What follows belongs to an exercise in optimizing a design on an open flow for small area, a short achievable clock period and few clock cycles per item; a production flow would make more cautious choices. Only simulation tests tie the RTL to the original design; equivalence was not proved. Power is estimated from default activity; no workload was simulated.

===== flow/config.mk =====
export PLATFORM = sky130hd
export DESIGN_NAME = frame_bitmap_allocator_core
export DESIGN_NICKNAME = frame_bitmap_allocator_core
export VERILOG_FILES = /design/flow/design.v
export SDC_FILE = /design/flow/constraint.sdc
export NUM_CORES = 4
export LEC_CHECK = 0
export CAP_MARGIN = 20
export CORE_MARGIN = 2
export CORE_UTILIZATION = 40
export SETUP_SLACK_MARGIN = 5
export SLEW_MARGIN = 20

===== flow/constraint.sdc =====
create_clock -name core_clock -period 10.0 [get_ports {i_clk}]
set_input_delay 2.0000 -clock core_clock [delete_from_list [all_inputs] [get_ports {i_clk}]]
set_output_delay 2.0000 -clock core_clock [all_outputs]
set_load 0.01 [all_outputs]

===== flow/design.v =====
`timescale 1ns / 1ps
package fba_pkg;
    localparam int REQ_W    = 2;
    localparam int FRAME_W  = 10;
    localparam int STATUS_W = 3;
    localparam int CFG_W    = 11;
    localparam logic [CFG_W-1:0] CFG_RESET = 11'd1024;
    typedef logic [REQ_W-1:0]    t_req_type;
    typedef logic [STATUS_W-1:0] t_status;
    localparam t_req_type REQ_ALLOC = 2'd0;
    localparam t_req_type REQ_FREE  = 2'd1;
    localparam t_req_type REQ_TEST  = 2'd2;
    localparam t_status ST_ALLOCATED = 3'd0;
    localparam t_status ST_MAPPED    = 3'd1;
    localparam t_status ST_NO_FRAME  = 3'd2;
    localparam t_status ST_FREED     = 3'd3;
    localparam t_status ST_NOTHING   = 3'd4;
    localparam t_status ST_TESTED    = 3'd5;
    typedef struct packed {
        t_status              status;
        logic [FRAME_W-1:0]   frame_out;
        logic                 bit_is_set;
        logic                 entry_present;
        logic                 entry_writable;
        logic                 entry_user;
    } t_rsp;
endpackage
`timescale 1ns / 1ps
module fba_ram #(
    parameter int WIDTH = 32,
    parameter int DEPTH = 32
) (
    input  logic                i_clk,
    input  logic                i_we,
    input  logic [((DEPTH > 1) ? $clog2(DEPTH) : 1)-1:0] i_waddr,
    input  logic [WIDTH-1:0]    i_wdata,
    input  logic [((DEPTH > 1) ? $clog2(DEPTH) : 1)-1:0] i_raddr,
    output logic [WIDTH-1:0]    o_rdata
);
    logic [WIDTH-1:0] r_mem [DEPTH];
    always_ff @(posedge i_clk) begin
        if (i_we) begin
            r_mem[i_waddr] <= i_wdata;
        end
        o_rdata <= r_mem[i_raddr];
    end
endmodule
`timescale 1ns / 1ps
module frame_bitmap_allocator_core #(
    parameter int NUM_FRAMES = 1024,
    parameter int WORD_BITS  = 32
) (
    input  logic             i_clk,
    input  logic             i_rst_n,
    input  logic             i_cfg_we,
    input  logic [fba_pkg::CFG_W-1:0] i_cfg_wdata,
    input  logic               i_req_valid,
    output logic               o_req_ready,
    input  logic [fba_pkg::REQ_W-1:0]   i_req_type,
    input  logic [fba_pkg::FRAME_W-1:0] i_req_frame_index,
    input  logic               i_req_user_page,
    input  logic               i_req_writable_page,
    output logic               o_rsp_valid,
    input  logic               i_rsp_ready,
    output logic [fba_pkg::STATUS_W-1:0] o_rsp_status,
    output logic [fba_pkg::FRAME_W-1:0] o_rsp_frame_out,
    output logic               o_rsp_bit_is_set,
    output logic               o_rsp_entry_present,
    output logic               o_rsp_entry_writable,
    output logic               o_rsp_entry_user
);
    localparam int NR = 32;
    localparam int NC = 32;
    logic [NC-1:0]  r_bits [NR];
    logic [NR-1:0]  r_full;
    logic [NR-1:0]  r_ptr;
    logic [NC-1:0]  r_cur;
    logic [fba_pkg::CFG_W-1:0] r_frame_count;
    logic           r_q_valid;
    logic [1:0]     r_q_type;
    logic [9:0]     r_q_idx;
    logic           r_q_user;
    logic           r_q_wr;
    fba_pkg::t_rsp  r_out;
    logic           r_out_valid;
    fba_pkg::t_rsp  r_r2;
    logic           r_r2_valid;
    function automatic logic [31:0] prefix_or(input logic [31:0] v);
        logic [31:0] p;
        p = v;
        for (int k = 1; k < 32; k = k * 2) begin
            for (int i = 31; i >= 0; i--) begin
                if (i >= k) p[i] = p[i] | p[i-k];
            end
        end
        prefix_or = p;
    endfunction
    function automatic logic [31:0] first_zero(input logic [31:0] v);
        logic [31:0] z;
        z = ~v;
        first_zero = z & ~{prefix_or(z), 1'b0};
    endfunction
    function automatic logic two_zeros(input logic [31:0] v);
        logic [31:0] z;
        z = ~v;
        two_zeros = |(z & {prefix_or(z), 1'b0});
    endfunction
    function automatic logic [4:0] encode(input logic [31:0] v);
        encode = '0;
        for (int i = 0; i < 32; i++) encode = encode | (v[i] ? 5'(i) : 5'd0);
    endfunction
    logic           w_exec;
    logic           w_is_alloc, w_is_free, w_is_test, w_idx_zero;
    logic [NR-1:0]  w_dec_r;
    logic [NC-1:0]  w_dec_c;
    assign w_exec     = r_q_valid && !r_r2_valid;
    assign w_idx_zero = (r_q_idx == 10'd0);
    assign w_is_alloc = (r_q_type == fba_pkg::REQ_ALLOC);
    assign w_is_free  = (r_q_type == fba_pkg::REQ_FREE);
    assign w_is_test  = r_q_type[1];
    always_comb begin
        for (int r = 0; r < NR; r++) w_dec_r[r] = (r_q_idx[9:5] == 5'(r));
        for (int c = 0; c < NC; c++) w_dec_c[c] = (r_q_idx[4:0] == 5'(c));
    end
    logic           w_lbig;
    logic [NR-1:0]  w_row_lt;      
    logic [NR-1:0]  w_row_eq;      
    logic [NC-1:0]  w_col_ge;      
    logic           w_p_below, w_p_bnd;
    assign w_lbig = r_frame_count[10];
    always_comb begin
        for (int r = 0; r < NR; r++) begin
            w_row_lt[r] = w_lbig || (5'(r) < r_frame_count[9:5]);
            w_row_eq[r] = !w_lbig && (5'(r) == r_frame_count[9:5]);
        end
        for (int c = 0; c < NC; c++) w_col_ge[c] = (5'(c) >= r_frame_count[4:0]);
    end
    assign w_p_below = |(r_ptr & w_row_lt);
    assign w_p_bnd   = |(r_ptr & w_row_eq);
    logic [NC-1:0]  w_zero;        
    logic [NC-1:0]  w_csel;        
    logic           w_found;
    logic           w_two;         
    assign w_zero  = ~r_cur & ~(w_p_bnd ? w_col_ge : '0);
    assign w_csel  = first_zero(~w_zero);
    assign w_found = |w_zero;
    assign w_two   = two_zeros(r_cur);
    logic           w_alloc_en;    
    logic           w_alloc_do;
    logic           w_row_fills;
    logic           w_free_do;
    logic [NC-1:0]  w_cur_set;
    assign w_alloc_en  = w_exec && w_is_alloc && w_idx_zero && !(&r_full)
                         && (w_p_below || w_p_bnd);
    assign w_alloc_do  = w_alloc_en && w_found;
    assign w_row_fills = w_alloc_do && !w_two;
    assign w_free_do   = w_exec && w_is_free && !w_idx_zero;
    assign w_cur_set   = r_cur | (w_alloc_en ? w_csel : '0);
    logic [NR-1:0]  w_pa;          
    logic [NR-1:0]  w_pb;          
    logic [NR-1:0]  w_clr_r;
    assign w_clr_r = w_free_do ? w_dec_r : '0;
    assign w_pa    = first_zero(r_full | r_ptr);
    assign w_pb    = first_zero(r_full & ~w_clr_r);
    logic [NR-1:0]  w_rsel;
    logic [NC-1:0]  w_word;
    logic [NC-1:0]  w_word_clr;
    assign w_rsel = w_is_alloc ? w_pa : w_dec_r;
    always_comb begin
        w_word = '0;
        for (int r = 0; r < NR; r++) w_word = w_word | (r_bits[r] & {NC{w_rsel[r]}});
    end
    assign w_word_clr = w_word & ~w_dec_c;
    logic [NC-1:0]  w_wdata;
    logic [NR-1:0]  w_we;
    assign w_wdata = !i_rst_n ? '0 : (w_is_alloc ? w_cur_set : w_word_clr);
    assign w_we    = !i_rst_n ? '1 : ((w_exec && w_is_alloc) ? r_ptr : w_clr_r);
    always_ff @(posedge i_clk) begin
        for (int r = 0; r < NR; r++) begin
            if (w_we[r]) r_bits[r] <= w_wdata;
        end
    end
    fba_pkg::t_rsp  w_res;
    always_comb begin
        w_res = '0;
        if (w_is_alloc) begin
            if (!w_idx_zero) begin
                w_res.status = fba_pkg::ST_MAPPED;
            end else if (w_alloc_do) begin
                w_res.status         = fba_pkg::ST_ALLOCATED;
                w_res.frame_out      = {encode(r_ptr), encode(w_csel)};
                w_res.entry_present  = 1'b1;
                w_res.entry_writable = r_q_wr;
                w_res.entry_user     = r_q_user;
            end else begin
                w_res.status = fba_pkg::ST_NO_FRAME;
            end
        end else if (w_is_free) begin
            w_res.status = w_idx_zero ? fba_pkg::ST_NOTHING : fba_pkg::ST_FREED;
        end else begin
            w_res.status     = fba_pkg::ST_TESTED;
            w_res.bit_is_set = |(w_word & w_dec_c);
        end
    end
    logic w_take;
    assign o_req_ready = !(r_q_valid && r_r2_valid);
    assign w_take      = i_req_valid && o_req_ready;
    always_ff @(posedge i_clk) begin
        if (!i_rst_n) begin
            r_full        <= '0;
            r_ptr         <= {{(NR-1){1'b0}}, 1'b1};
            r_cur         <= '0;
            r_frame_count <= fba_pkg::CFG_RESET;
            r_q_valid     <= 1'b0;
            r_out_valid   <= 1'b0;
            r_r2_valid    <= 1'b0;
        end else begin
            if (i_cfg_we) r_frame_count <= i_cfg_wdata;
            r_full <= (r_full | (w_row_fills ? r_ptr : '0)) & ~w_clr_r;
            r_ptr  <= w_row_fills ? w_pa : w_pb;
            if (w_row_fills) begin
                r_cur <= w_word;
            end else if (w_alloc_en) begin
                r_cur <= w_cur_set;
            end else if (w_free_do && |(w_pb & w_dec_r)) begin
                r_cur <= w_word_clr;
            end
            if (w_exec || !r_q_valid) begin
                r_q_valid <= i_req_valid;
            end
            if (r_r2_valid) begin
                if (!r_out_valid || i_rsp_ready) begin
                    r_out_valid <= 1'b1;
                    r_r2_valid  <= 1'b0;
                end
            end else if (w_exec) begin
                if (!r_out_valid || i_rsp_ready) begin
                    r_out_valid <= 1'b1;
                end else begin
                    r_r2_valid  <= 1'b1;
                end
            end else if (r_out_valid && i_rsp_ready) begin
                r_out_valid <= 1'b0;
            end
        end
    end
    always_ff @(posedge i_clk) begin
        if (w_take) begin
            r_q_type <= i_req_type;
            r_q_idx  <= i_req_frame_index;
            r_q_user <= i_req_user_page;
            r_q_wr   <= i_req_writable_page;
        end
        if (r_r2_valid) begin
            if (!r_out_valid || i_rsp_ready) r_out <= r_r2;
        end else if (w_exec) begin
            if (!r_out_valid || i_rsp_ready) r_out <= w_res;
            else                             r_r2  <= w_res;
        end
    end
    assign o_rsp_valid          = r_out_valid;
    assign o_rsp_status         = r_out.status;
    assign o_rsp_frame_out      = r_out.frame_out;
    assign o_rsp_bit_is_set     = r_out.bit_is_set;
    assign o_rsp_entry_present  = r_out.entry_present;
    assign o_rsp_entry_writable = r_out.entry_writable;
    assign o_rsp_entry_user     = r_out.entry_user;
endmodule

===== flow/run.sh =====
#!/bin/bash
# synth_recipe.tcl (not shown) runs the flow's synth.tcl, then flattens the netlist and writes it again
# the make line also repeats each setting of config.mk as NAME=value (left out here)
make -C /OpenROAD-flow-scripts/flow DESIGN_CONFIG=/design/flow/config.mk WORK_HOME=/design/flow/orfs CLKGATE_MAP_FILE= SYNTH_SCRIPT=/design/flow/synth_recipe.tcl finish

==> results_dict.tcl, run 1 <==
set metrics [dict create \
    outcome "complete, no violations" \
    max_freq_mhz 192.5 \
    syn_avg_cell_area_um2 12.38 \
    syn2layout_area_growth_pct 17.24 \
    syn_area_um2 53310 \
    syn_nets 4336 \
    cts_buffers 131 \
    tns_ps 0 \
    power_mw 11.88 \
    maxSlewHeadroom 0.07769 \
    core_area_um2 132000 \
    ys_seq_area_frac 0.6451 \
    hpwlAfterDp_um 176500 \
    ant_nets 0 \
    rsz0062_at_grt "yes" \
    initial_core_util 0.4040 \
    layout-drive-gt1-share 0.1593 \
    worst-path-buf-inv 5 \
    place_area_um2 57040 \
    clock-sinks 1182 \
    hold_viol_final 0 \
    cpPeakStageDelay_ps 640 \
    ys_ff_latch 1182 \
    globalRouteTotalUtil 0.4148 \
    cp-end-kind "flip-flop" \
    grt_pass1_wl_um 382800 \
    drtIter0Drc 10780 \
    min_path_type "reg -> reg" \
    wl_per_cell_um 45.78 \
    path_max_fanout 23 \
    dieWidth_um 369.1 \
    num_vias 49010 \
    skew_ps 43.00 \
    fin_crit_sh 0.5194 \
    path_common_cell "buf_4" \
    grt_pass1_vias 43350 \
    cts-hold-fix-buffers 0 \
    maxSlewViolCount 0 \
    crit_family "simple AND/OR/NAND/NOR gates" \
    startpoint_type "flip-flop" \
    drcViolationCount 0 \
    die_y_um 369.1 \
    port_buffers 48 \
    dieArea_um2 136200 \
    worstPathArrival_ps 5700 \
    drv_cap 0 \
    syn_inst 4306 \
    setup-violations-final 0 \
    whs_path_depth 1 \
    ys_types 99 \
    synth_ff_type "edfxtp_1" \
    clock-root-buffer "clkbuf_16" \
    clockBufferDepth 3 \
    first_pass_iters 10 \
    avgViaCountPerCell 7.722 \
    clk_latency_ps 800 \
    totalWireLength_um 290600 \
    worst_slew_pin_slew_ps 1376 \
    synth_enable_flop_cells 1072 \
    grt_max_degree 71 \
    rr_worst_depth 15 \
    num_rows 133 \
    period_needed_ps 5194 \
    antenna_found_initial 37 \
    cts_tree "yes" \
    async_flop_share 0 \
    final_util 0.4737 \
    io_pins 49 \
    slowest_stage "a222oi_1" \
    clk_pin_slew_worst_paths_ps 60 \
    worstPathCellList "buf_4, buf_8, nor3b_2, buf_4, nand2_1, nand2_2, buf_6, a222oi_1, nand2_1, nor4_2, buf_4, o221ai_1, or4_1, nor3_4, o21ai_1" \
    synth_warnings 2 \
    crit_required_ps 10510 \
    path_depth 15 \
    finalNetCount 4469 \
    p_leak_nw 21.07 \
    cts.htree.levels 4 \
    gr-total-overflow 0 \
    final_area_um2 62510 \
    crit_type "reg -> reg" \
    power.density_nw_per_um2 190.1 \
    vdd_drop_max_uv 112.0 \
    gp_congestion 1.052 \
]
[sequential cells by signal, summed over array words and instances, names as in the netlist]
register / cells
r_frame_count: 11
r_q_valid: 1
r_bits: 1024
r_cur: 32
r_r2: 17
r_q_type: 2
r_out: 17
r_r2_valid: 1
r_full: 32
r_q_user: 1
r_q_wr: 1
r_q_idx: 10
r_ptr: 32
r_out_valid: 1
[synthesized netlist by cell type (all sizes together) (18+ instances only)]
cell,instances,share of area
and4,27,0.0044
buf,112,0.011
and2,33,0.0039
clkbuf,202,0.014
or4,18,0.0025
nand3b,23,0.0032
inv,41,0.0029
nand2b,24,0.0028
nor3b,19,0.0027
dfxtp,110,0.041
a221oi,78,0.013
a222oi,70,0.013
a22o,78,0.013
nor2,320,0.023
nand2,344,0.024
a31oi,67,0.0079
a22oi,275,0.039
or2,25,0.0029
nor3,111,0.010
and3,50,0.0059
a21oi,200,0.019
nor4,59,0.0073
a2111oi,38,0.0064
a21o,61,0.0086
edfxtp,1072,0.60
nand4,110,0.013
o21ai,118,0.011
o31ai,21,0.0032
a32oi,36,0.0059
mux2i,30,0.0056
nand3,144,0.014
o22ai,39,0.0048
a211oi,45,0.0066
[worst paths after layout]
kind,start,endpoint,slack [ps]
setup / recovery,r_q_idx[9]$_DFFE_PP_,r_out[3]$_DFFE_PP_,4810
hold / removal,r_r2[6]$_DFFE_PP_,r_out[6]$_DFFE_PP_,520
setup reg to reg,r_q_idx[9]$_DFFE_PP_,r_out[3]$_DFFE_PP_,4810
hold reg to reg,r_r2[6]$_DFFE_PP_,r_out[6]$_DFFE_PP_,520
[layout by cell type, fill, tap and decap left out, types with 22 or more instances in the layout]
cell             netlist  routed
a21o_1                61      29
nand2_1              343     332
a32oi_1               36      36
nor3_1               111      90
a222oi_1              70      70
a21oi_1              199     189
clkdlybuf4s50_1        0      47
o21ai_0              114     113
nor2_1               318     274
nand3b_1              23      23
a221oi_1              77      74
and4_1                27      26
dfxtp_1              110     105
a31oi_1               67      66
and3_1                50      47
nor2_2                 2      29
clkbuf_1             201      24
o22ai_1               37      27
nor4_1                57      44
clkbuf_16              0     135
buf_6                  5      22
a22oi_1              275     274
nand4_1              110     110
clkinv_1               1      39
inv_1                 39      39
and2_1                32      31
a2111oi_0             35      27
a22o_1                78      78
edfxtp_1            1072    1072
buf_4                  9     225
nand2b_1              24      23
diode_2                0      52
mux2i_1               30      30
nand3_1              143     138
a211oi_1              44      39
[what timing repair did]
item                                    CTS  global route
endpoints found under the hold margin     0             0
setup endpoints to repair              1106           838
pin swaps                                 6            15
cloned                                    1             4
resized for setup                        96            71
buffers inserted                         21            21
[power breakdown]
part	internal, mW	switching, mW	total [mW]	leakage (nW)
Combinational	0.220	0.806	1.03	7.17
Sequential	5.85	0.188	6.04	11.9
Clock	2.72	2.10	4.82	2.02
[stage by stage]
stage | instances | hold WS, ps | worst slack [ps]
2_1_floorplan | 4306 | 482.2 | 5131
3_3_place_gp | 6007 | 505.9 | 3582
3_5_place_dp | 6010 | 505.0 | 3496
4_1_cts | 6266 | 523.4 | 4998
5_1_grt | 6300 | 541.5 | 4977
6_report | 6347 | 520.5 | 4806
[cell type report]
cell class                      count  area (um^2)
Antenna cell                       52        130.1
Clock buffer                      158         3443
Clock inverter                     76        703.2
Fill cell                       11690        69460
Inverter                           42        158.9
Multi-Input combinational cell   2772        18780
Sequential cell                  1182        34400
Tap cell                         1755         2196
Timing Repair Buffer              310         2694
[worst reg2reg max path, delay by kind of cell (launching register included)]
kind / cells / cell delay [ps]
buffers and inverters: 5 / 1510
flip-flops: 1 / 320
AO/OA/AOI/OAI: 3 / 1060
AND/OR/NAND/NOR: 7 / 2000
[cell families after synthesis]
group | count (synthesis) | share of synthesized area
compound gates | 1345 | 0.1879
xor+xnor | 1 | 0.0001643
fa+ha+maj | 5 | 0.0009388
buf+inv | 356 | 0.02807
flops | 1182 | 0.6451
mux | 39 | 0.007745
simple gates | 1378 | 0.1301
[routing by layer]
| layer | share of wire | vias up | global-route usage |
|---|---|---|---|
| li1 | - | 17830 | - |
| met1 | 0.33 | 23920 | 0.5005 |
| met2 | 0.40 | 5666 | 0.5598 |
| met3 | 0.17 | 1574 | 0.2135 |
| met4 | 0.093 | 28 | 0.3070 |
| met5 | 0.0014 | - | 0.01033 |
Testbench counts, summed over its fixed seeds: cycles 24,032, items 24,000.
==> run 2: changes to the inputs <==
--- a/flow/design.v
+++ b/flow/design.v
@@ -72,13 +72,18 @@
     localparam int NR = 32;
     localparam int NC = 32;
     logic [NC-1:0]  r_bits [NR];
+    logic [NR-1:0]  r_wr_row;
+    logic [NC-1:0]  r_wr_data;
     logic [NR-1:0]  r_full;
     logic [NR-1:0]  r_ptr;
+    logic [NR-1:0]  r_nxt;
     logic [NC-1:0]  r_cur;
     logic [fba_pkg::CFG_W-1:0] r_frame_count;
     logic           r_q_valid;
     logic [1:0]     r_q_type;
-    logic [9:0]     r_q_idx;
+    logic [NR-1:0]  r_q_row;       
+    logic [NC-1:0]  r_q_col;       
+    logic           r_q_zero;      
     logic           r_q_user;
     logic           r_q_wr;
     fba_pkg::t_rsp  r_out;
@@ -110,18 +115,10 @@
         for (int i = 0; i < 32; i++) encode = encode | (v[i] ? 5'(i) : 5'd0);
     endfunction
     logic           w_exec;
-    logic           w_is_alloc, w_is_free, w_is_test, w_idx_zero;
-    logic [NR-1:0]  w_dec_r;
-    logic [NC-1:0]  w_dec_c;
+    logic           w_is_alloc, w_is_free;
     assign w_exec     = r_q_valid && !r_r2_valid;
-    assign w_idx_zero = (r_q_idx == 10'd0);
     assign w_is_alloc = (r_q_type == fba_pkg::REQ_ALLOC);
     assign w_is_free  = (r_q_type == fba_pkg::REQ_FREE);
-    assign w_is_test  = r_q_type[1];
-    always_comb begin
-        for (int r = 0; r < NR; r++) w_dec_r[r] = (r_q_idx[9:5] == 5'(r));
-        for (int c = 0; c < NC; c++) w_dec_c[c] = (r_q_idx[4:0] == 5'(c));
-    end
     logic           w_lbig;
     logic [NR-1:0]  w_row_lt;      
     logic [NR-1:0]  w_row_eq;      
@@ -141,50 +138,65 @@
     logic [NC-1:0]  w_csel;        
     logic           w_found;
     logic           w_two;         
-    assign w_zero  = ~r_cur & ~(w_p_bnd ? w_col_ge : '0);
-    assign w_csel  = first_zero(~w_zero);
-    assign w_found = |w_zero;
-    assign w_two   = two_zeros(r_cur);
     logic           w_alloc_en;    
     logic           w_alloc_do;
     logic           w_row_fills;
     logic           w_free_do;
     logic [NC-1:0]  w_cur_set;
-    assign w_alloc_en  = w_exec && w_is_alloc && w_idx_zero && !(&r_full)
-                         && (w_p_below || w_p_bnd);
+    assign w_zero      = ~r_cur & ~(w_p_bnd ? w_col_ge : '0);
+    assign w_csel      = first_zero(~w_zero);
+    assign w_found     = |w_zero;
+    assign w_two       = two_zeros(r_cur);
+    assign w_alloc_en  = w_exec && w_is_alloc && r_q_zero && (|r_ptr) && (w_p_below || w_p_bnd);
     assign w_alloc_do  = w_alloc_en && w_found;
     assign w_row_fills = w_alloc_do && !w_two;
-    assign w_free_do   = w_exec && w_is_free && !w_idx_zero;
+    assign w_free_do   = w_exec && w_is_free && !r_q_zero;
     assign w_cur_set   = r_cur | (w_alloc_en ? w_csel : '0);
-    logic [NR-1:0]  w_pa;          
-    logic [NR-1:0]  w_pb;          
-    logic [NR-1:0]  w_clr_r;
-    assign w_clr_r = w_free_do ? w_dec_r : '0;
-    assign w_pa    = first_zero(r_full | r_ptr);
-    assign w_pb    = first_zero(r_full & ~w_clr_r);
+    logic [NR-1:0]  w_clr_r;       
+    logic [NR-1:0]  w_full_f;      
+    logic [NR-1:0]  w_ptr_f;       
+    logic [NR-1:0]  w_nxt_f;       
+    logic [NR-1:0]  w_nxt_a;       
+    assign w_clr_r  = w_free_do ? r_q_row : '0;
+    assign w_full_f = r_full & ~w_clr_r;
+    assign w_ptr_f  = first_zero(w_full_f);
+    assign w_nxt_f  = first_zero(w_full_f | w_ptr_f);
+    assign w_nxt_a  = first_zero(r_full | r_ptr | r_nxt);
     logic [NR-1:0]  w_rsel;
+    logic [NC-1:0]  w_raw;
+    logic           w_hit;
     logic [NC-1:0]  w_word;
     logic [NC-1:0]  w_word_clr;
-    assign w_rsel = w_is_alloc ? w_pa : w_dec_r;
+    assign w_rsel = w_is_alloc ? r_nxt : r_q_row;
     always_comb begin
-        w_word = '0;
-        for (int r = 0; r < NR; r++) w_word = w_word | (r_bits[r] & {NC{w_rsel[r]}});
-    end
-    assign w_word_clr = w_word & ~w_dec_c;
-    logic [NC-1:0]  w_wdata;
-    logic [NR-1:0]  w_we;
-    assign w_wdata = !i_rst_n ? '0 : (w_is_alloc ? w_cur_set : w_word_clr);
-    assign w_we    = !i_rst_n ? '1 : ((w_exec && w_is_alloc) ? r_ptr : w_clr_r);
+        w_raw = '0;
+        for (int r = 0; r < NR; r++) w_raw = w_raw | (r_bits[r] & {NC{w_rsel[r]}});
+    end
+    assign w_hit      = |(w_rsel & r_wr_row);
+    assign w_word     = w_hit ? r_wr_data : w_raw;
+    assign w_word_clr = w_word & ~r_q_col;
     always_ff @(posedge i_clk) begin
         for (int r = 0; r < NR; r++) begin
-            if (w_we[r]) r_bits[r] <= w_wdata;
+            if (r_wr_row[r]) r_bits[r] <= r_wr_data;
+        end
+    end
+    always_ff @(posedge i_clk) begin
+        if (!i_rst_n) begin
+            r_wr_row  <= '1;
+            r_wr_data <= '0;
+        end else if (w_exec && w_is_alloc) begin
+            r_wr_row  <= r_ptr;
+            r_wr_data <= w_cur_set;
+        end else begin
+            r_wr_row  <= w_clr_r;
+            r_wr_data <= w_word_clr;
         end
     end
     fba_pkg::t_rsp  w_res;
     always_comb begin
         w_res = '0;
         if (w_is_alloc) begin
-            if (!w_idx_zero) begin
+            if (!r_q_zero) begin
                 w_res.status = fba_pkg::ST_MAPPED;
             end else if (w_alloc_do) begin
                 w_res.status         = fba_pkg::ST_ALLOCATED;
@@ -196,10 +208,10 @@
                 w_res.status = fba_pkg::ST_NO_FRAME;
             end
         end else if (w_is_free) begin
-            w_res.status = w_idx_zero ? fba_pkg::ST_NOTHING : fba_pkg::ST_FREED;
+            w_res.status = r_q_zero ? fba_pkg::ST_NOTHING : fba_pkg::ST_FREED;
         end else begin
             w_res.status     = fba_pkg::ST_TESTED;
-            w_res.bit_is_set = |(w_word & w_dec_c);
+            w_res.bit_is_set = |(w_word & r_q_col);
         end
     end
     logic w_take;
@@ -208,7 +220,8 @@
     always_ff @(posedge i_clk) begin
         if (!i_rst_n) begin
             r_full        <= '0;
-            r_ptr         <= {{(NR-1){1'b0}}, 1'b1};
+            r_ptr         <= NR'(1);
+            r_nxt         <= NR'(2);
             r_cur         <= '0;
             r_frame_count <= fba_pkg::CFG_RESET;
             r_q_valid     <= 1'b0;
@@ -216,14 +229,18 @@
             r_r2_valid    <= 1'b0;
         end else begin
             if (i_cfg_we) r_frame_count <= i_cfg_wdata;
-            r_full <= (r_full | (w_row_fills ? r_ptr : '0)) & ~w_clr_r;
-            r_ptr  <= w_row_fills ? w_pa : w_pb;
             if (w_row_fills) begin
-                r_cur <= w_word;
+                r_full <= r_full | r_ptr;
+                r_ptr  <= r_nxt;
+                r_nxt  <= w_nxt_a;
+                r_cur  <= w_word;
             end else if (w_alloc_en) begin
-                r_cur <= w_cur_set;
-            end else if (w_free_do && |(w_pb & w_dec_r)) begin
-                r_cur <= w_word_clr;
+                r_cur  <= w_cur_set;
+            end else if (w_free_do) begin
+                r_full <= w_full_f;
+                r_ptr  <= w_ptr_f;
+                r_nxt  <= w_nxt_f;
+                if (|(w_ptr_f & r_q_row)) r_cur <= w_word_clr;
             end
             if (w_exec || !r_q_valid) begin
                 r_q_valid <= i_req_valid;
@@ -247,7 +264,9 @@
     always_ff @(posedge i_clk) begin
         if (w_take) begin
             r_q_type <= i_req_type;
-            r_q_idx  <= i_req_frame_index;
+            for (int r = 0; r < NR; r++) r_q_row[r] <= (i_req_frame_index[9:5] == 5'(r));
+            for (int c = 0; c < NC; c++) r_q_col[c] <= (i_req_frame_index[4:0] == 5'(c));
+            r_q_zero <= (i_req_frame_index == 10'd0);
             r_q_user <= i_req_user_page;
             r_q_wr   <= i_req_writable_page;
         end
==> run 2 against run 1 <==
Compared with the run above:
- via count down 17%
- routed wire length is 29% lower
- global-route usage shrank 13 points
- largest cell class unchanged
==> results_dict.tcl, run 2 <==
set metrics [dict create \
    path_max_fanout 43 \
    largest_register "r_bits" \
    maxSlewHeadroom 0.2210 \
    syn_area_um2 55250 \
    first_pass_iters 8 \
    worstPathCellList "buf_6, nor3b_1, or2_2, buf_4, a22o_1, a221oi_1, nand3_1, or4_1, mux2i_2, o22ai_1, nor4_2, a41oi_1, mux2_2" \
    worstReg2RegStart "r_q_type[0]$_DFFE_PP_" \
    grt_max_degree 95 \
    hold_ws_ps 512.5 \
    skew_ps 48.66 \
    rsz0062_at_grt "yes" \
    clockBufferDepth 3 \
    power.density_nw_per_um2 196.9 \
    core_area_um2 137300 \
    setup-violations-final 0 \
    ys_top_cells_by_area "edfxtp_1, dfxtp_1, a22oi_1" \
    outcome "complete, no violations" \
    yosysTopAreaCell "edfxtp_1" \
    io_pins 49 \
    fin_crit_sh 0.5043 \
    cts_tree "yes" \
    syn_nets 4212 \
    num_vias 40630 \
    clk_latency_ps 800 \
    synth_ff_type "edfxtp_1" \
    ys_ff_latch 1333 \
    startpoint_type "flip-flop" \
    drtIter0Drc 7309 \
    grt_pass1_wl_um 288600 \
    period_needed_ps 5043 \
    clock-sinks 1333 \
    whs_path_depth 2 \
    async_flop_share 0 \
    worst_slew_pin_slew_ps 1167 \
    cts.htree.levels 4 \
    min-delay-start "r_nxt[31]$_SDFFE_PN0P_" \
    clock-root-buffer "clkbuf_16" \
    cts-hold-fix-buffers 0 \
    port_buffers 48 \
    largest_reg_flops 1024 \
    syn2layout_area_growth_pct 13.74 \
    ys_seq_area_frac 0.6871 \
    die_y_um 375.7 \
    dieWidth_um 375.7 \
    max_freq_mhz 198.3 \
    synth_commonest_cells "edfxtp_1, a22oi_1, nand2_1" \
    globalRouteTotalUtil 0.2858 \
    maxSlewViolCount 0 \
    yosysTopAreaCellShare 0.6125 \
    finalNetCount 4241 \
    ys_types 94 \
    clk_pin_slew_worst_paths_ps 60 \
    avgViaCountPerCell 6.637 \
    totalWireLength_um 206600 \
    num_rows 136 \
    slowest_stage "or4_1" \
    r2r_slack_ps 4960 \
    syn_avg_cell_area_um2 13.21 \
    drv_cap 0 \
    gr-total-overflow 0 \
    worstPathArrival_ps 5600 \
    final_cell_mix "edfxtp_1, a22oi_1, nand2_1, nor2_1, nand3_1" \
    cpPeakStageDelay_ps 700 \
    gp_congestion 0.9431 \
    wl_per_cell_um 33.76 \
    hold_path_end "r_ptr[31]$_SDFFE_PN0P_" \
    tns_ps 0 \
    cp-end-kind "flip-flop" \
    crit_required_ps 10560 \
    fillCellCount 12050 \
    drcViolationCount 0 \
    synth_warnings 2 \
    min_path_type "reg -> reg" \
    layout-drive-gt1-share 0.1207 \
    r2r_end "r_out[3]$_DFFE_PP_" \
    hpwlAfterDp_um 113100 \
    grt_pass1_vias 37590 \
    rr_worst_depth 13 \
    antenna_found_initial 3 \
    initial_core_util 0.4024 \
    syn_inst 4182 \
    ant_nets 0 \
    final_common_cell "edfxtp_1" \
    hold_viol_final 0 \
    yosysMostFrequentCell "edfxtp_1" \
    synth_enable_flop_cells 1127 \
    cts_buffers 140 \
    p_leak_nw 21.15 \
    dieArea_um2 141100 \
    crit_type "reg -> reg" \
    vdd_drop_max_uv 157.9 \
]
-- run 2: worst max path at each step --
| stage | start | endpoint | slack (ps) | cells past startpoint |
|---|---|---|---|---|
| global placement | r_q_type[1]$_DFFE_PP_ | r_out[3]$_DFFE_PP_ | 4050 | 14 |
| detailed placement | r_q_type[1]$_DFFE_PP_ | r_out[3]$_DFFE_PP_ | 4010 | 14 |
| floorplan | r_q_type[1]$_DFFE_PP_ | r_out[3]$_DFFE_PP_ | 5730 | 15 |
| finish | r_q_type[0]$_DFFE_PP_ | r_out[3]$_DFFE_PP_ | 4960 | 13 |
| global route | r_q_type[0]$_DFFE_PP_ | r_out[3]$_DFFE_PP_ | 4770 | 13 |
| CTS | r_q_type[1]$_DFFE_PP_ | r_out[3]$_DFFE_PP_ | 4760 | 14 |
-- run 2: layout make-up --
cell class	count	area [um^2]	area share
Sequential cell	1333	38040	0.6053
Multi-Input combinational cell	2482	16320	0.2597
Clock buffer	188	3796	0.06041
Tap cell	1794	2245	0.03572
Timing Repair Buffer	169	1468	0.02335
Clock inverter	69	654.4	0.01041
Inverter	85	321.6	0.005117
Antenna cell	1	2.502	0.00003982
-- run 2: cell families (layout without fill, tap and decap cells) --
group	after synthesis	count (layout)	share of synthesized area
AO/OA/AOI/OAI	1245	1245	0.1646
XOR/XNOR	6	6	0.0009511
adder cells (fa/ha/maj)	8	8	0.001449
buffers and inverters	367	511	0.02602
flip-flops	1333	1333	0.6871
multiplexers	66	66	0.01266
other	0	1	0
AND/OR/NAND/NOR	1157	1157	0.1072
-- run 2: repair_timing --
action / 4_1_cts / 5_1_grt
cloned: 0 / 1
pin swaps: 0 / 7
gates resized for setup: 47 / 40
endpoints found under the setup margin: 151 / 47
buffers inserted: 0 / 2
-- run 2: worst max-delay path: cells and delay by family (launching register included) --
family	cells	cell delay, ps
AND/OR/NAND/NOR	5	1910
AO/OA/AOI/OAI	4	940
buffers and inverters	2	810
multiplexers	2	690
flip-flops	1	440
-- run 2: per-layer routing --
layer	track usage	vias to the layer above	part of all wire
met4	0.1090	0	0.041
met5	0	-	0
li1	-	16820	-
met1	0.3989	20340	0.39
met2	0.4423	2957	0.45
met3	0.05439	505	0.12
-- run 2: through the flow --
stage	instances	total power, mW	cell area, um^2	utilization	worst slack (ps)
after floorplan	4182	6.915	55250	-	5734
final	6121	12.37	62840	0.4576	4957
after detailed placement	5860	7.333	57850	0.4213	4014
after global placement	5860	7.321	57850	0.4212	4054
after CTS	6117	12.36	62550	0.4555	4764
after global routing	6120	12.65	62840	0.4576	4772
-- run 2: power by group --
| part | internal, mW | switching (mW) | leakage, nW | total, mW |
|---|---|---|---|---|
| clock | 2.83 | 2.27 | 2.16 | 5.10 |
| combinational | 0.198 | 0.609 | 5.65 | 0.807 |
| sequential | 6.33 | 0.137 | 13.3 | 6.46 |
Testbench counts of run 2, summed over its fixed seeds: cycles 24,032, items 24,000.
==> run 3: changes to the inputs <==
--- a/flow/design.v
+++ b/flow/design.v
@@ -78,10 +78,12 @@
     logic [NR-1:0]  r_ptr;
     logic [NR-1:0]  r_nxt;
     logic [NC-1:0]  r_cur;
+    logic           r_p_ok;        
+    logic           r_p_bnd;       
     logic [fba_pkg::CFG_W-1:0] r_frame_count;
     logic           r_q_valid;
     logic [1:0]     r_q_type;
-    logic [NR-1:0]  r_q_row;       
+    logic [NR-1:0]  r_q_rsel;      
     logic [NC-1:0]  r_q_col;       
     logic           r_q_zero;      
     logic           r_q_user;
@@ -123,7 +125,6 @@
     logic [NR-1:0]  w_row_lt;      
     logic [NR-1:0]  w_row_eq;      
     logic [NC-1:0]  w_col_ge;      
-    logic           w_p_below, w_p_bnd;
     assign w_lbig = r_frame_count[10];
     always_comb begin
         for (int r = 0; r < NR; r++) begin
@@ -132,8 +133,6 @@
         end
         for (int c = 0; c < NC; c++) w_col_ge[c] = (5'(c) >= r_frame_count[4:0]);
     end
-    assign w_p_below = |(r_ptr & w_row_lt);
-    assign w_p_bnd   = |(r_ptr & w_row_eq);
     logic [NC-1:0]  w_zero;        
     logic [NC-1:0]  w_csel;        
     logic           w_found;
@@ -143,11 +142,11 @@
     logic           w_row_fills;
     logic           w_free_do;
     logic [NC-1:0]  w_cur_set;
-    assign w_zero      = ~r_cur & ~(w_p_bnd ? w_col_ge : '0);
+    assign w_zero      = ~r_cur & ~(r_p_bnd ? w_col_ge : '0);
     assign w_csel      = first_zero(~w_zero);
     assign w_found     = |w_zero;
     assign w_two       = two_zeros(r_cur);
-    assign w_alloc_en  = w_exec && w_is_alloc && r_q_zero && (|r_ptr) && (w_p_below || w_p_bnd);
+    assign w_alloc_en  = w_exec && w_is_alloc && r_q_zero && r_p_ok;
     assign w_alloc_do  = w_alloc_en && w_found;
     assign w_row_fills = w_alloc_do && !w_two;
     assign w_free_do   = w_exec && w_is_free && !r_q_zero;
@@ -157,17 +156,21 @@
     logic [NR-1:0]  w_ptr_f;       
     logic [NR-1:0]  w_nxt_f;       
     logic [NR-1:0]  w_nxt_a;       
-    assign w_clr_r  = w_free_do ? r_q_row : '0;
+    assign w_clr_r  = w_free_do ? r_q_rsel : '0;
     assign w_full_f = r_full & ~w_clr_r;
     assign w_ptr_f  = first_zero(w_full_f);
     assign w_nxt_f  = first_zero(w_full_f | w_ptr_f);
     assign w_nxt_a  = first_zero(r_full | r_ptr | r_nxt);
+    logic [NR-1:0]  w_ptr_next;
+    logic [NR-1:0]  w_nxt_next;
+    assign w_ptr_next = w_row_fills ? r_nxt : (w_free_do ? w_ptr_f : r_ptr);
+    assign w_nxt_next = w_row_fills ? w_nxt_a : (w_free_do ? w_nxt_f : r_nxt);
     logic [NR-1:0]  w_rsel;
     logic [NC-1:0]  w_raw;
     logic           w_hit;
     logic [NC-1:0]  w_word;
     logic [NC-1:0]  w_word_clr;
-    assign w_rsel = w_is_alloc ? r_nxt : r_q_row;
+    assign w_rsel = r_q_rsel;
     always_comb begin
         w_raw = '0;
         for (int r = 0; r < NR; r++) w_raw = w_raw | (r_bits[r] & {NC{w_rsel[r]}});
@@ -223,24 +226,26 @@
             r_ptr         <= NR'(1);
             r_nxt         <= NR'(2);
             r_cur         <= '0;
+            r_p_ok        <= 1'b1;
+            r_p_bnd       <= 1'b0;
             r_frame_count <= fba_pkg::CFG_RESET;
             r_q_valid     <= 1'b0;
             r_out_valid   <= 1'b0;
             r_r2_valid    <= 1'b0;
         end else begin
             if (i_cfg_we) r_frame_count <= i_cfg_wdata;
+            r_ptr   <= w_ptr_next;
+            r_nxt   <= w_nxt_next;
+            r_p_ok  <= |(w_ptr_next & (w_row_lt | w_row_eq));
+            r_p_bnd <= |(w_ptr_next & w_row_eq);
             if (w_row_fills) begin
                 r_full <= r_full | r_ptr;
-                r_ptr  <= r_nxt;
-                r_nxt  <= w_nxt_a;
                 r_cur  <= w_word;
             end else if (w_alloc_en) begin
                 r_cur  <= w_cur_set;
             end else if (w_free_do) begin
                 r_full <= w_full_f;
-                r_ptr  <= w_ptr_f;
-                r_nxt  <= w_nxt_f;
-                if (|(w_ptr_f & r_q_row)) r_cur <= w_word_clr;
+                if (|(w_ptr_f & r_q_rsel)) r_cur <= w_word_clr;
             end
             if (w_exec || !r_q_valid) begin
                 r_q_valid <= i_req_valid;
@@ -264,7 +269,10 @@
     always_ff @(posedge i_clk) begin
         if (w_take) begin
             r_q_type <= i_req_type;
-            for (int r = 0; r < NR; r++) r_q_row[r] <= (i_req_frame_index[9:5] == 5'(r));
+            for (int r = 0; r < NR; r++) begin
+                r_q_rsel[r] <= (i_req_type == fba_pkg::REQ_ALLOC) ? w_nxt_next[r]
+                                                                  : (i_req_frame_index[9:5] == 5'(r));
+            end
             for (int c = 0; c < NC; c++) r_q_col[c] <= (i_req_frame_index[4:0] == 5'(c));
             r_q_zero <= (i_req_frame_index == 10'd0);
             r_q_user <= i_req_user_page;
==> flow/flow/run.sh (new file) <==
#!/bin/bash
set -euo pipefail
grep -q 'SETUP_SLACK_MARGIN=5' standard.sh
sed 's/SETUP_SLACK_MARGIN=5/SETUP_SLACK_MARGIN=6/' standard.sh > standard_margin.sh
bash standard_margin.sh > flow_make.log 2>&1
test -s out/final.def
==> flow/standard.sh (new file) <==
#!/bin/bash
# synth_recipe.tcl (not shown) runs the flow's synth.tcl, then flattens the netlist and writes it again
# the make line also repeats each setting of config.mk as NAME=value (left out here)
make -C /OpenROAD-flow-scripts/flow DESIGN_CONFIG=/design/flow/config.mk WORK_HOME=/design/flow/orfs CLKGATE_MAP_FILE= SYNTH_SCRIPT=/design/flow/synth_recipe.tcl "${@:-finish}"
removed: flow/run.sh
==> run 3 against run 2 <==
Compared with the run above:
- design area rose by 2.1%
- synthesized cell count fell by 2.2%
- count of clock-buffer cells in the layout is 7 lower
- total power grew 1.4%
- worst setup slack improved by 910 ps
- flip-flop and latch count is 2 higher
- register-to-register slack better by 910 ps
- clock skew is 15 ps lower
- synthesized area decreased by 1.8%
- sequential share of layout area shrank 1.2 points
- core utilization is 1.8 points higher
==> results_dict.tcl, run 3 <==
set metrics [dict create \
    outcome "complete, no violations" \
    syn_nets 4119 \
    worstPathArrival_ps 4780 \
    final_area_um2 64180 \
    globalRouteTotalUtil 0.3157 \
    cp-end-kind "flip-flop" \
    worstReg2RegStart "r_q_type[1]$_DFFE_PP_" \
    yosysTopAreaCell "edfxtp_1" \
    yosysTopAreaCellShare 0.6238 \
    io_pins 49 \
    clk_latency_ps 800 \
    power_mw 12.55 \
    finalNetCount 4273 \
    tns_ps 0 \
    cts.htree.levels 4 \
    place_area_um2 57120 \
    dieArea_um2 138600 \
    largest_reg_flops 1024 \
    clk_pin_slew_worst_paths_ps 70 \
    worst_slew_pin_slew_ps 1164 \
    r2r_slack_ps 5860 \
    skew_ps 33.69 \
    synth_warnings 2 \
    rsz0062_at_grt "yes" \
    grt_pass1_wl_um 305800 \
    port_buffers 48 \
    drv_cap 0 \
    drtIter0Drc 7472 \
    cts-hold-fix-buffers 0 \
    final_cell_mix "edfxtp_1, nor2_1, a22oi_1, nand2_1, buf_4" \
    p_leak_nw 21.99 \
    synth_ff_type "edfxtp_1" \
    drcViolationCount 0 \
    clock-root-buffer "clkbuf_16" \
    clock-sinks 1335 \
    synth_enable_flop_cells 1127 \
    fin_crit_sh 0.4138 \
    max_freq_mhz 241.7 \
    crit_start "r_q_type[1]$_DFFE_PP_" \
    largest_register "r_bits" \
    rr_worst_depth 14 \
    cts_tree "yes" \
    async_flop_share 0 \
    syn_area_um2 54260 \
    syn2layout_area_growth_pct 18.29 \
    grt_pass1_vias 38440 \
    dieWidth_um 372.3 \
    setup-violations-final 0 \
    initial_core_util 0.4020 \
    die_y_um 372.3 \
    fillCellCount 11680 \
    ys_seq_area_frac 0.7005 \
    clockBufferDepth 3 \
    wl_per_cell_um 36.46 \
    ys_top_cells_by_area "edfxtp_1, dfxtp_1, a22oi_1" \
    power.density_nw_per_um2 195.5 \
    syn_avg_cell_area_um2 13.27 \
    hold_viol_final 0 \
    layout.cells.non_filler 6136 \
    cts_buffers 141 \
    place_inst 5786 \
    num_rows 135 \
    grt_max_degree 70 \
    first_pass_iters 9 \
    core_area_um2 135000 \
    ys_types 78 \
    maxSlewViolCount 0 \
    syn_inst 4089 \
    antenna_found_initial 6 \
    synth_commonest_cells "edfxtp_1, nor2_1, a22oi_1" \
    whs_path_depth 0 \
    crit_required_ps 10640 \
    gp_congestion 0.9831 \
    avgViaCountPerCell 6.788 \
    final_common_cell "edfxtp_1" \
    yosysMostFrequentCell "edfxtp_1" \
    min-delay-start "r_wr_row[11]$_SDFF_PN1_" \
    vdd_drop_max_uv 206.4 \
    hpwlAfterDp_um 126800 \
    startpoint_type "flip-flop" \
    maxSlewHeadroom 0.2229 \
    num_vias 41650 \
    min_path_type "reg -> reg" \
    ant_nets 0 \
    period_needed_ps 4138 \
    hold_ws_ps 515.0 \
    ys_ff_latch 1335 \
    path_max_fanout 9 \
    layout-drive-gt1-share 0.1528 \
    totalWireLength_um 223700 \
    gr-total-overflow 0 \
    crit_type "reg -> reg" \
]
==> run 3: area by class of cell <==
type / instances / area, um^2 / share of cell area
flip-flops and latches: 1335 / 38070 / 0.5932
multi-input cells: 2401 / 15810 / 0.2463
clock buffers: 181 / 3811 / 0.05938
repair buffers: 292 / 3025 / 0.04714
well taps: 1781 / 2228 / 0.03472
clock inverters: 70 / 952.2 / 0.01484
inverters: 72 / 275.3 / 0.004289
diodes: 4 / 10.01 / 0.0001560
==> run 3: metrics by stage <==
| stage | util | worst slack (ps) |
|---|---|---|
| 2_1_floorplan | - | 6083 |
| 3_3_place_gp | 0.4232 | 3753 |
| 3_5_place_dp | 0.4233 | 3627 |
| 4_1_cts | 0.4688 | 5900 |
| 5_1_grt | 0.4755 | 5762 |
| 6_report | 0.4755 | 5862 |
==> run 3: critical path, stage by stage, from the launching register on <==
cell,delay (ps)
edfxtp_1,450
nor4b_4,400
buf_12,150
and3_4,210
buf_12,100
nand3_2,40
or4_4,520
or4_4,450
or4b_4,530
buf_12,170
o221ai_2,230
o22ai_1,150
nor4_2,270
buf_4,160
a41oi_1,110
==> run 3: cells by family after synthesis <==
kind of cell | share of synthesized area
simple gates | 0.1055
compound gates | 0.1583
xor+xnor | 0.0009686
flops | 0.7005
mux | 0.009386
buf+inv | 0.02498
fa+ha+maj | 0.0003690
==> run 3: final timing paths <==
path | to
hold reg to reg | r_bits[11][31]$_DFFE_PP_
setup reg to reg | r_p_bnd$_SDFF_PN0_
setup / recovery | r_p_bnd$_SDFF_PN0_
hold / removal | r_bits[11][31]$_DFFE_PP_
==> run 3: where the power goes <==
part / internal [mW] / switching, mW / leakage, nW / total (mW)
Combinational: 0.191 / 0.551 / 6.33 / 0.742
Sequential: 6.24 / 0.112 / 13.3 / 6.35
Clock: 3.16 / 2.29 / 2.32 / 5.45
Total: 9.60 / 2.95 / 22.0 / 12.5
==> run 3: what timing repair did <==
| action | CTS | global route |
|---|---|---|
| endpoints found under the setup margin | 218 | 91 |
| endpoints found under the hold margin | 0 | 0 |
| resized for setup | 185 | 105 |
| pin swaps | 26 | 44 |
| cloned | 12 | 8 |
| setup buffers | 39 | 35 |
==> run 3: per-layer routing <==
metal / vias to the layer above / global-route usage / part of all wire
met1: 21070 / 0.4199 / 0.37
met3: 679 / 0.06751 / 0.12
li1: 16640 / - / -
met2: 3249 / 0.4861 / 0.45
met4: 8 / 0.1655 / 0.062
met5: - / 0 / 0.00026
Testbench counts of run 3, summed over its fixed seeds: cycles 24,032, items 24,000.
==> run 4: changes to the inputs <==
--- a/flow/design.v
+++ b/flow/design.v
@@ -84,14 +84,17 @@
     logic           r_q_valid;
     logic [1:0]     r_q_type;
     logic [NR-1:0]  r_q_rsel;      
-    logic [NC-1:0]  r_q_col;       
+    logic [4:0]     r_q_cidx;      
     logic           r_q_zero;      
+    logic           r_q_alloc0;    
+    logic           r_q_free1;     
     logic           r_q_user;
     logic           r_q_wr;
     fba_pkg::t_rsp  r_out;
     logic           r_out_valid;
     fba_pkg::t_rsp  r_r2;
     logic           r_r2_valid;
+    logic           r_ready;
     function automatic logic [31:0] prefix_or(input logic [31:0] v);
         logic [31:0] p;
         p = v;
@@ -107,6 +110,23 @@
         z = ~v;
         first_zero = z & ~{prefix_or(z), 1'b0};
     endfunction
+    function automatic logic [31:0] second_zero(input logic [31:0] v);
+        logic [31:0] one;          
+        logic [31:0] two;          
+        logic [31:0] z;
+        z   = ~v;
+        one = z;
+        two = '0;
+        for (int k = 1; k < 32; k = k * 2) begin
+            for (int i = 31; i >= 0; i--) begin
+                if (i >= k) begin
+                    two[i] = two[i] | two[i-k] | (one[i] & one[i-k]);
+                    one[i] = one[i] | one[i-k];
+                end
+            end
+        end
+        second_zero = z & {one[30:0], 1'b0} & ~{two[30:0], 1'b0};
+    endfunction
     function automatic logic two_zeros(input logic [31:0] v);
         logic [31:0] z;
         z = ~v;
@@ -116,6 +136,10 @@
         encode = '0;
         for (int i = 0; i < 32; i++) encode = encode | (v[i] ? 5'(i) : 5'd0);
     endfunction
+    logic [NC-1:0]  w_q_col;       
+    always_comb begin
+        for (int c = 0; c < NC; c++) w_q_col[c] = (r_q_cidx == 5'(c));
+    end
     logic           w_exec;
     logic           w_is_alloc, w_is_free;
     assign w_exec     = r_q_valid && !r_r2_valid;
@@ -146,21 +170,30 @@
     assign w_csel      = first_zero(~w_zero);
     assign w_found     = |w_zero;
     assign w_two       = two_zeros(r_cur);
-    assign w_alloc_en  = w_exec && w_is_alloc && r_q_zero && r_p_ok;
+    assign w_alloc_en  = w_exec && r_q_alloc0 && r_p_ok;
     assign w_alloc_do  = w_alloc_en && w_found;
     assign w_row_fills = w_alloc_do && !w_two;
-    assign w_free_do   = w_exec && w_is_free && !r_q_zero;
+    assign w_free_do   = w_exec && r_q_free1;
     assign w_cur_set   = r_cur | (w_alloc_en ? w_csel : '0);
     logic [NR-1:0]  w_clr_r;       
     logic [NR-1:0]  w_full_f;      
     logic [NR-1:0]  w_ptr_f;       
     logic [NR-1:0]  w_nxt_f;       
     logic [NR-1:0]  w_nxt_a;       
+    logic           w_ok_f, w_bnd_f, w_ok_n, w_bnd_n, w_ok_p, w_bnd_p;
+    logic [NR-1:0]  w_row_le;      
     assign w_clr_r  = w_free_do ? r_q_rsel : '0;
-    assign w_full_f = r_full & ~w_clr_r;
+    assign w_full_f = r_full & ~r_q_rsel;
     assign w_ptr_f  = first_zero(w_full_f);
-    assign w_nxt_f  = first_zero(w_full_f | w_ptr_f);
+    assign w_nxt_f  = second_zero(w_full_f);
     assign w_nxt_a  = first_zero(r_full | r_ptr | r_nxt);
+    assign w_row_le = w_row_lt | w_row_eq;
+    assign w_ok_f   = |(~w_full_f & w_row_le);
+    assign w_bnd_f  = !(|(~w_full_f & w_row_lt)) && |(~w_full_f & w_row_eq);
+    assign w_ok_n   = |(r_nxt & w_row_le);
+    assign w_bnd_n  = |(r_nxt & w_row_eq);
+    assign w_ok_p   = |(r_ptr & w_row_le);
+    assign w_bnd_p  = |(r_ptr & w_row_eq);
     logic [NR-1:0]  w_ptr_next;
     logic [NR-1:0]  w_nxt_next;
     assign w_ptr_next = w_row_fills ? r_nxt : (w_free_do ? w_ptr_f : r_ptr);
@@ -177,7 +210,7 @@
     end
     assign w_hit      = |(w_rsel & r_wr_row);
     assign w_word     = w_hit ? r_wr_data : w_raw;
-    assign w_word_clr = w_word & ~r_q_col;
+    assign w_word_clr = w_word & ~w_q_col;
     always_ff @(posedge i_clk) begin
         for (int r = 0; r < NR; r++) begin
             if (r_wr_row[r]) r_bits[r] <= r_wr_data;
@@ -214,12 +247,29 @@
             w_res.status = r_q_zero ? fba_pkg::ST_NOTHING : fba_pkg::ST_FREED;
         end else begin
             w_res.status     = fba_pkg::ST_TESTED;
-            w_res.bit_is_set = |(w_word & r_q_col);
+            w_res.bit_is_set = |(w_word & w_q_col);
         end
     end
     logic w_take;
-    assign o_req_ready = !(r_q_valid && r_r2_valid);
-    assign w_take      = i_req_valid && o_req_ready;
+    logic w_q_valid_next, w_out_valid_next, w_r2_valid_next;
+    assign o_req_ready = r_ready;
+    assign w_take      = i_req_valid && r_ready;
+    always_comb begin
+        w_q_valid_next   = (w_exec || !r_q_valid) ? i_req_valid : r_q_valid;
+        w_out_valid_next = r_out_valid;
+        w_r2_valid_next  = r_r2_valid;
+        if (r_r2_valid) begin
+            if (!r_out_valid || i_rsp_ready) begin
+                w_out_valid_next = 1'b1;
+                w_r2_valid_next  = 1'b0;
+            end
+        end else if (w_exec) begin
+            if (!r_out_valid || i_rsp_ready) w_out_valid_next = 1'b1;
+            else                             w_r2_valid_next  = 1'b1;
+        end else if (r_out_valid && i_rsp_ready) begin
+            w_out_valid_next = 1'b0;
+        end
+    end
     always_ff @(posedge i_clk) begin
         if (!i_rst_n) begin
             r_full        <= '0;
@@ -232,12 +282,13 @@
             r_q_valid     <= 1'b0;
             r_out_valid   <= 1'b0;
             r_r2_valid    <= 1'b0;
+            r_ready       <= 1'b1;
         end else begin
             if (i_cfg_we) r_frame_count <= i_cfg_wdata;
             r_ptr   <= w_ptr_next;
             r_nxt   <= w_nxt_next;
-            r_p_ok  <= |(w_ptr_next & (w_row_lt | w_row_eq));
-            r_p_bnd <= |(w_ptr_next & w_row_eq);
+            r_p_ok  <= w_row_fills ? w_ok_n  : (w_free_do ? w_ok_f  : w_ok_p);
+            r_p_bnd <= w_row_fills ? w_bnd_n : (w_free_do ? w_bnd_f : w_bnd_p);
             if (w_row_fills) begin
                 r_full <= r_full | r_ptr;
                 r_cur  <= w_word;
@@ -247,23 +298,10 @@
                 r_full <= w_full_f;
                 if (|(w_ptr_f & r_q_rsel)) r_cur <= w_word_clr;
             end
-            if (w_exec || !r_q_valid) begin
-                r_q_valid <= i_req_valid;
-            end
-            if (r_r2_valid) begin
-                if (!r_out_valid || i_rsp_ready) begin
-                    r_out_valid <= 1'b1;
-                    r_r2_valid  <= 1'b0;
-                end
-            end else if (w_exec) begin
-                if (!r_out_valid || i_rsp_ready) begin
-                    r_out_valid <= 1'b1;
-                end else begin
-                    r_r2_valid  <= 1'b1;
-                end
-            end else if (r_out_valid && i_rsp_ready) begin
-                r_out_valid <= 1'b0;
-            end
+            r_q_valid   <= w_q_valid_next;
+            r_out_valid <= w_out_valid_next;
+            r_r2_valid  <= w_r2_valid_next;
+            r_ready     <= !(w_q_valid_next && w_r2_valid_next);
         end
     end
     always_ff @(posedge i_clk) begin
@@ -273,8 +311,10 @@
                 r_q_rsel[r] <= (i_req_type == fba_pkg::REQ_ALLOC) ? w_nxt_next[r]
                                                                   : (i_req_frame_index[9:5] == 5'(r));
             end
-            for (int c = 0; c < NC; c++) r_q_col[c] <= (i_req_frame_index[4:0] == 5'(c));
-            r_q_zero <= (i_req_frame_index == 10'd0);
+            r_q_cidx <= i_req_frame_index[4:0];
+            r_q_zero   <= (i_req_frame_index == 10'd0);
+            r_q_alloc0 <= (i_req_type == fba_pkg::REQ_ALLOC) && (i_req_frame_index == 10'd0);
+            r_q_free1  <= (i_req_type == fba_pkg::REQ_FREE) && (i_req_frame_index != 10'd0);
             r_q_user <= i_req_user_page;
             r_q_wr   <= i_req_writable_page;
         end
==> flow/flow/run.sh (replaced) <==
#!/bin/bash
set -euo pipefail
grep -q 'SETUP_SLACK_MARGIN=5' standard.sh
sed 's/SETUP_SLACK_MARGIN=5/SETUP_SLACK_MARGIN=6.5/' standard.sh > standard_margin.sh
bash standard_margin.sh > flow_make.log 2>&1
test -s out/final.def
==> run 4 against run 3 <==
Compared with the run above:
- still clean
- clock power decreased by 4.6%
- worst setup slack improved by 420 ps
- worst hold slack gained 13 ps
- register-to-register slack better by 420 ps
- cell count increased by 6.1%
- sequential power is 2% lower
- synthesized area is 2.9% higher
- sequential share of layout area shrank 2.7 points
- maximum frequency is 11% higher
- combinational power increased by about 10%
- synthesized cell count rose by 6.9%
- critical path type unchanged
- critical endpoint is now r_out[3]$_DFFE_PP_
==> results_dict.tcl, run 4 <==
set metrics [dict create \
    crit_type "reg -> reg" \
    clock-root-buffer "clkbuf_16" \
    die_y_um 377.7 \
    startpoint_type "flip-flop" \
    final_util 0.4753 \
    final_area_um2 66080 \
    synth_commonest_cells "edfxtp_1, a22oi_1, nor2_1" \
    syn_area_um2 55850 \
    place_inst 6137 \
    yosysMostFrequentCell "edfxtp_1" \
    drcViolationCount 0 \
    avgViaCountPerCell 6.873 \
    hold_ws_ps 528.1 \
    cpPeakStageDelay_ps 640 \
    tns_ps 0 \
    clkPwrFrac 0.425 \
    worst-path-buf-inv 2 \
    largest_reg_flops 1024 \
    syn_nets 4400 \
    num_rows 137 \
    crit_required_ps 10520 \
    wl_per_cell_um 37.97 \
    ant_nets 0 \
    async_flop_share 0 \
    setup-violations-final 0 \
    synth_ff_type "edfxtp_1" \
    dieArea_um2 142600 \
    yosysTopAreaCell "edfxtp_1" \
    slowest_stage "or4_4" \
    crit_family "simple AND/OR/NAND/NOR gates" \
    swShare 0.2466 \
    synth_warnings 2 \
    final_cell_mix "edfxtp_1, a22oi_1, nor2_1, nand2_1, buf_4" \
    grt_pass1_vias 41010 \
    power.internal_mw 9.216 \
    worst_slew_pin_slew_ps 1249 \
    syn_avg_cell_area_um2 12.78 \
    antenna_found_initial 11 \
    clockBufferDepth 3 \
    worst_slack_ps 6280 \
    cts_buffers 140 \
    layout.cells.non_filler 6512 \
    pwr-share-seq 0.508 \
    path_common_cell "buf_12" \
    syn2layout_area_growth_pct 18.32 \
    cts.htree.levels 4 \
    clock-sinks 1311 \
    rsz0062_at_grt "yes" \
    maxSlewViolCount 0 \
    ys_types 104 \
    power_mw 12.23 \
    clk_latency_ps 800 \
    place_area_um2 58760 \
    min_path_type "reg -> reg" \
    layout-drive-gt1-share 0.1699 \
    hpwlAfterDp_um 146600 \
    gp_congestion 1.040 \
    vdd_drop_max_uv 170.4 \
    drtIter0Drc 8198 \
    port_buffers 48 \
    fin_crit_sh 0.3720 \
    p_comb_frac 0.067 \
    totalWireLength_um 247200 \
    grt_pass1_wl_um 332800 \
    drv_cap 0 \
    gr-total-overflow 0 \
    ys_top_cells_by_area "edfxtp_1, dfxtp_1, a22oi_1" \
    period_needed_ps 3720 \
    first_pass_iters 8 \
    hold_viol_final 0 \
    synth_enable_flop_cells 1102 \
    worstPathArrival_ps 4240 \
    cts-hold-fix-buffers 0 \
    yosysTopAreaCellShare 0.5925 \
    globalRouteTotalUtil 0.3340 \
    maxSlewHeadroom 0.1659 \
    finalNetCount 4546 \
    io_pins 49 \
    pre_cts_ws_ps 5259 \
    cts_tree "yes" \
    clk_pin_slew_worst_paths_ps 60 \
    core_area_um2 139000 \
    grt_max_degree 95 \
    max_freq_mhz 268.8 \
    cp-end-kind "flip-flop" \
    worstPathCellList "buf_12, buf_12, a22o_1, a221oi_2, nand3_1, or4_4, o211ai_1, a21oi_2, nor4_4, a41oi_2, mux2_4" \
    path_max_fanout 23 \
    ys_seq_area_frac 0.6675 \
    dieWidth_um 377.7 \
    p_leak_nw 22.36 \
    syn_inst 4370 \
    initial_core_util 0.4017 \
    final_common_cell "edfxtp_1" \
    ys_ff_latch 1311 \
    switchingPower_mw 3.017 \
    num_vias 44760 \
    skew_ps 54.03 \
    largest_register "r_bits" \
    outcome "complete, no violations" \
    power.density_nw_per_um2 185.1 \
]
[run 4: cell types whose count changed after synthesis, moves of 22 or more]
cell,delta
nor4bb_1,+22
nand2b_1,+24
a22o_1,-87
edfxtp_1,-25
a221oi_1,-79
inv_1,-45
nor2b_1,+26
a22oi_1,+226
maj3_1,+26
[run 4: power by group through the flow]
stage	logic (mW)	clock network, mW	registers [mW]
after floorplan	0.303	0	6.35
final	0.816	5.20	6.22
after CTS	0.749	5.23	6.21
after global placement	0.721	0	6.32
after detailed placement	0.719	0	6.32
after global routing	0.828	5.44	6.23
[run 4: area by class of cell]
type / count / area, um^2
timing repair buffer: 329 / 3408
clock buffer: 180 / 3789
sequential: 1311 / 37390
multi-input combinational: 2707 / 18200
clock inverter: 79 / 809.5
tap: 1876 / 2347
inverter: 27 / 126.4
fill: 12280 / 72940
antenna: 3 / 7.507
[run 4: path summary, 6_finish.rpt]
| path | to | from | depth (start not counted) | slack [ps] |
|---|---|---|---|---|
| hold / removal | r_out[12]$_DFFE_PP_ | r_r2[12]$_DFFE_PP_ | 1 | 530 |
| setup reg to reg | r_out[3]$_DFFE_PP_ | r_q_rsel[4]$_DFFE_PP_ | 11 | 6280 |
| setup / recovery | r_out[3]$_DFFE_PP_ | r_q_rsel[4]$_DFFE_PP_ | 11 | 6280 |
| hold reg to reg | r_out[12]$_DFFE_PP_ | r_r2[12]$_DFFE_PP_ | 1 | 530 |
[run 4: what timing repair did]
| item | CTS | global route |
|---|---|---|
| setup endpoints to repair | 221 | 103 |
| pin swaps | 18 | 34 |
| gates resized for setup | 214 | 188 |
| cloned | 7 | 8 |
| buffers inserted | 39 | 59 |
[run 4: cells by family after synthesis]
kind of cell / synth area share
AOI/OAI and AO/OA: 0.1720
DFF: 0.6675
and+or+nand+nor: 0.1212
buffers and inverters: 0.02520
muxes: 0.007416
adders and majority gates: 0.005019
xor gates and xnor gates: 0.001725
[run 4: routing by layer]
metal	routed length [um]	vias up	GRT usage	part of all wire
li1	-	17840	-	-
met1	94890	22650	0.4626	0.38
met2	107700	3605	0.4971	0.44
met3	31810	659	0.07926	0.13
met4	12820	4	0.1507	0.052
met5	28	-	0	0.00011
Testbench counts of run 4, summed over its fixed seeds: cycles 24,032, items 24,000.

## separate check: timing with driven ports
The flow's constraints put no driver on any port. The routed layouts listed below were extracted and timed again, unchanged, in two steps.
Step 1, drivers: a clkbuf_16 drives i_clk and a buf_2 each remaining input, both assumed.
Step 2 also shifts input and output timing later by t, the mid clock arrival at the registers, as if the neighbouring blocks saw the same clock.
Three values: ideal, step 1, step 2; two values: the first two.
run	t, ns	slack for setup (ns)	hold WS [ns]	slew at the worst register clock pin (ns)	pins driven straight from the clock port
run 1	0.860	4.806 / 4.806 / 4.806	0.521 / 0.521 / 0.521	0.07 / 0.07	1
run 2	0.857	4.957 / 4.957 / 4.957	0.512 / 0.512 / 0.512	0.06 / 0.06	1
run 3	0.869	5.862 / 5.862 / 5.637	0.515 / 0.515 / 0.515	0.07 / 0.07	1
run 4	0.859	6.280 / 6.280 / 5.662	0.528 / 0.528 / 0.528	0.07 / 0.07	1
After both steps setup and hold are still met in every run listed. For run 4, which loses most, drivers alone change the setup slack by 0.000 ns; drivers and shift together by -0.618 ns.
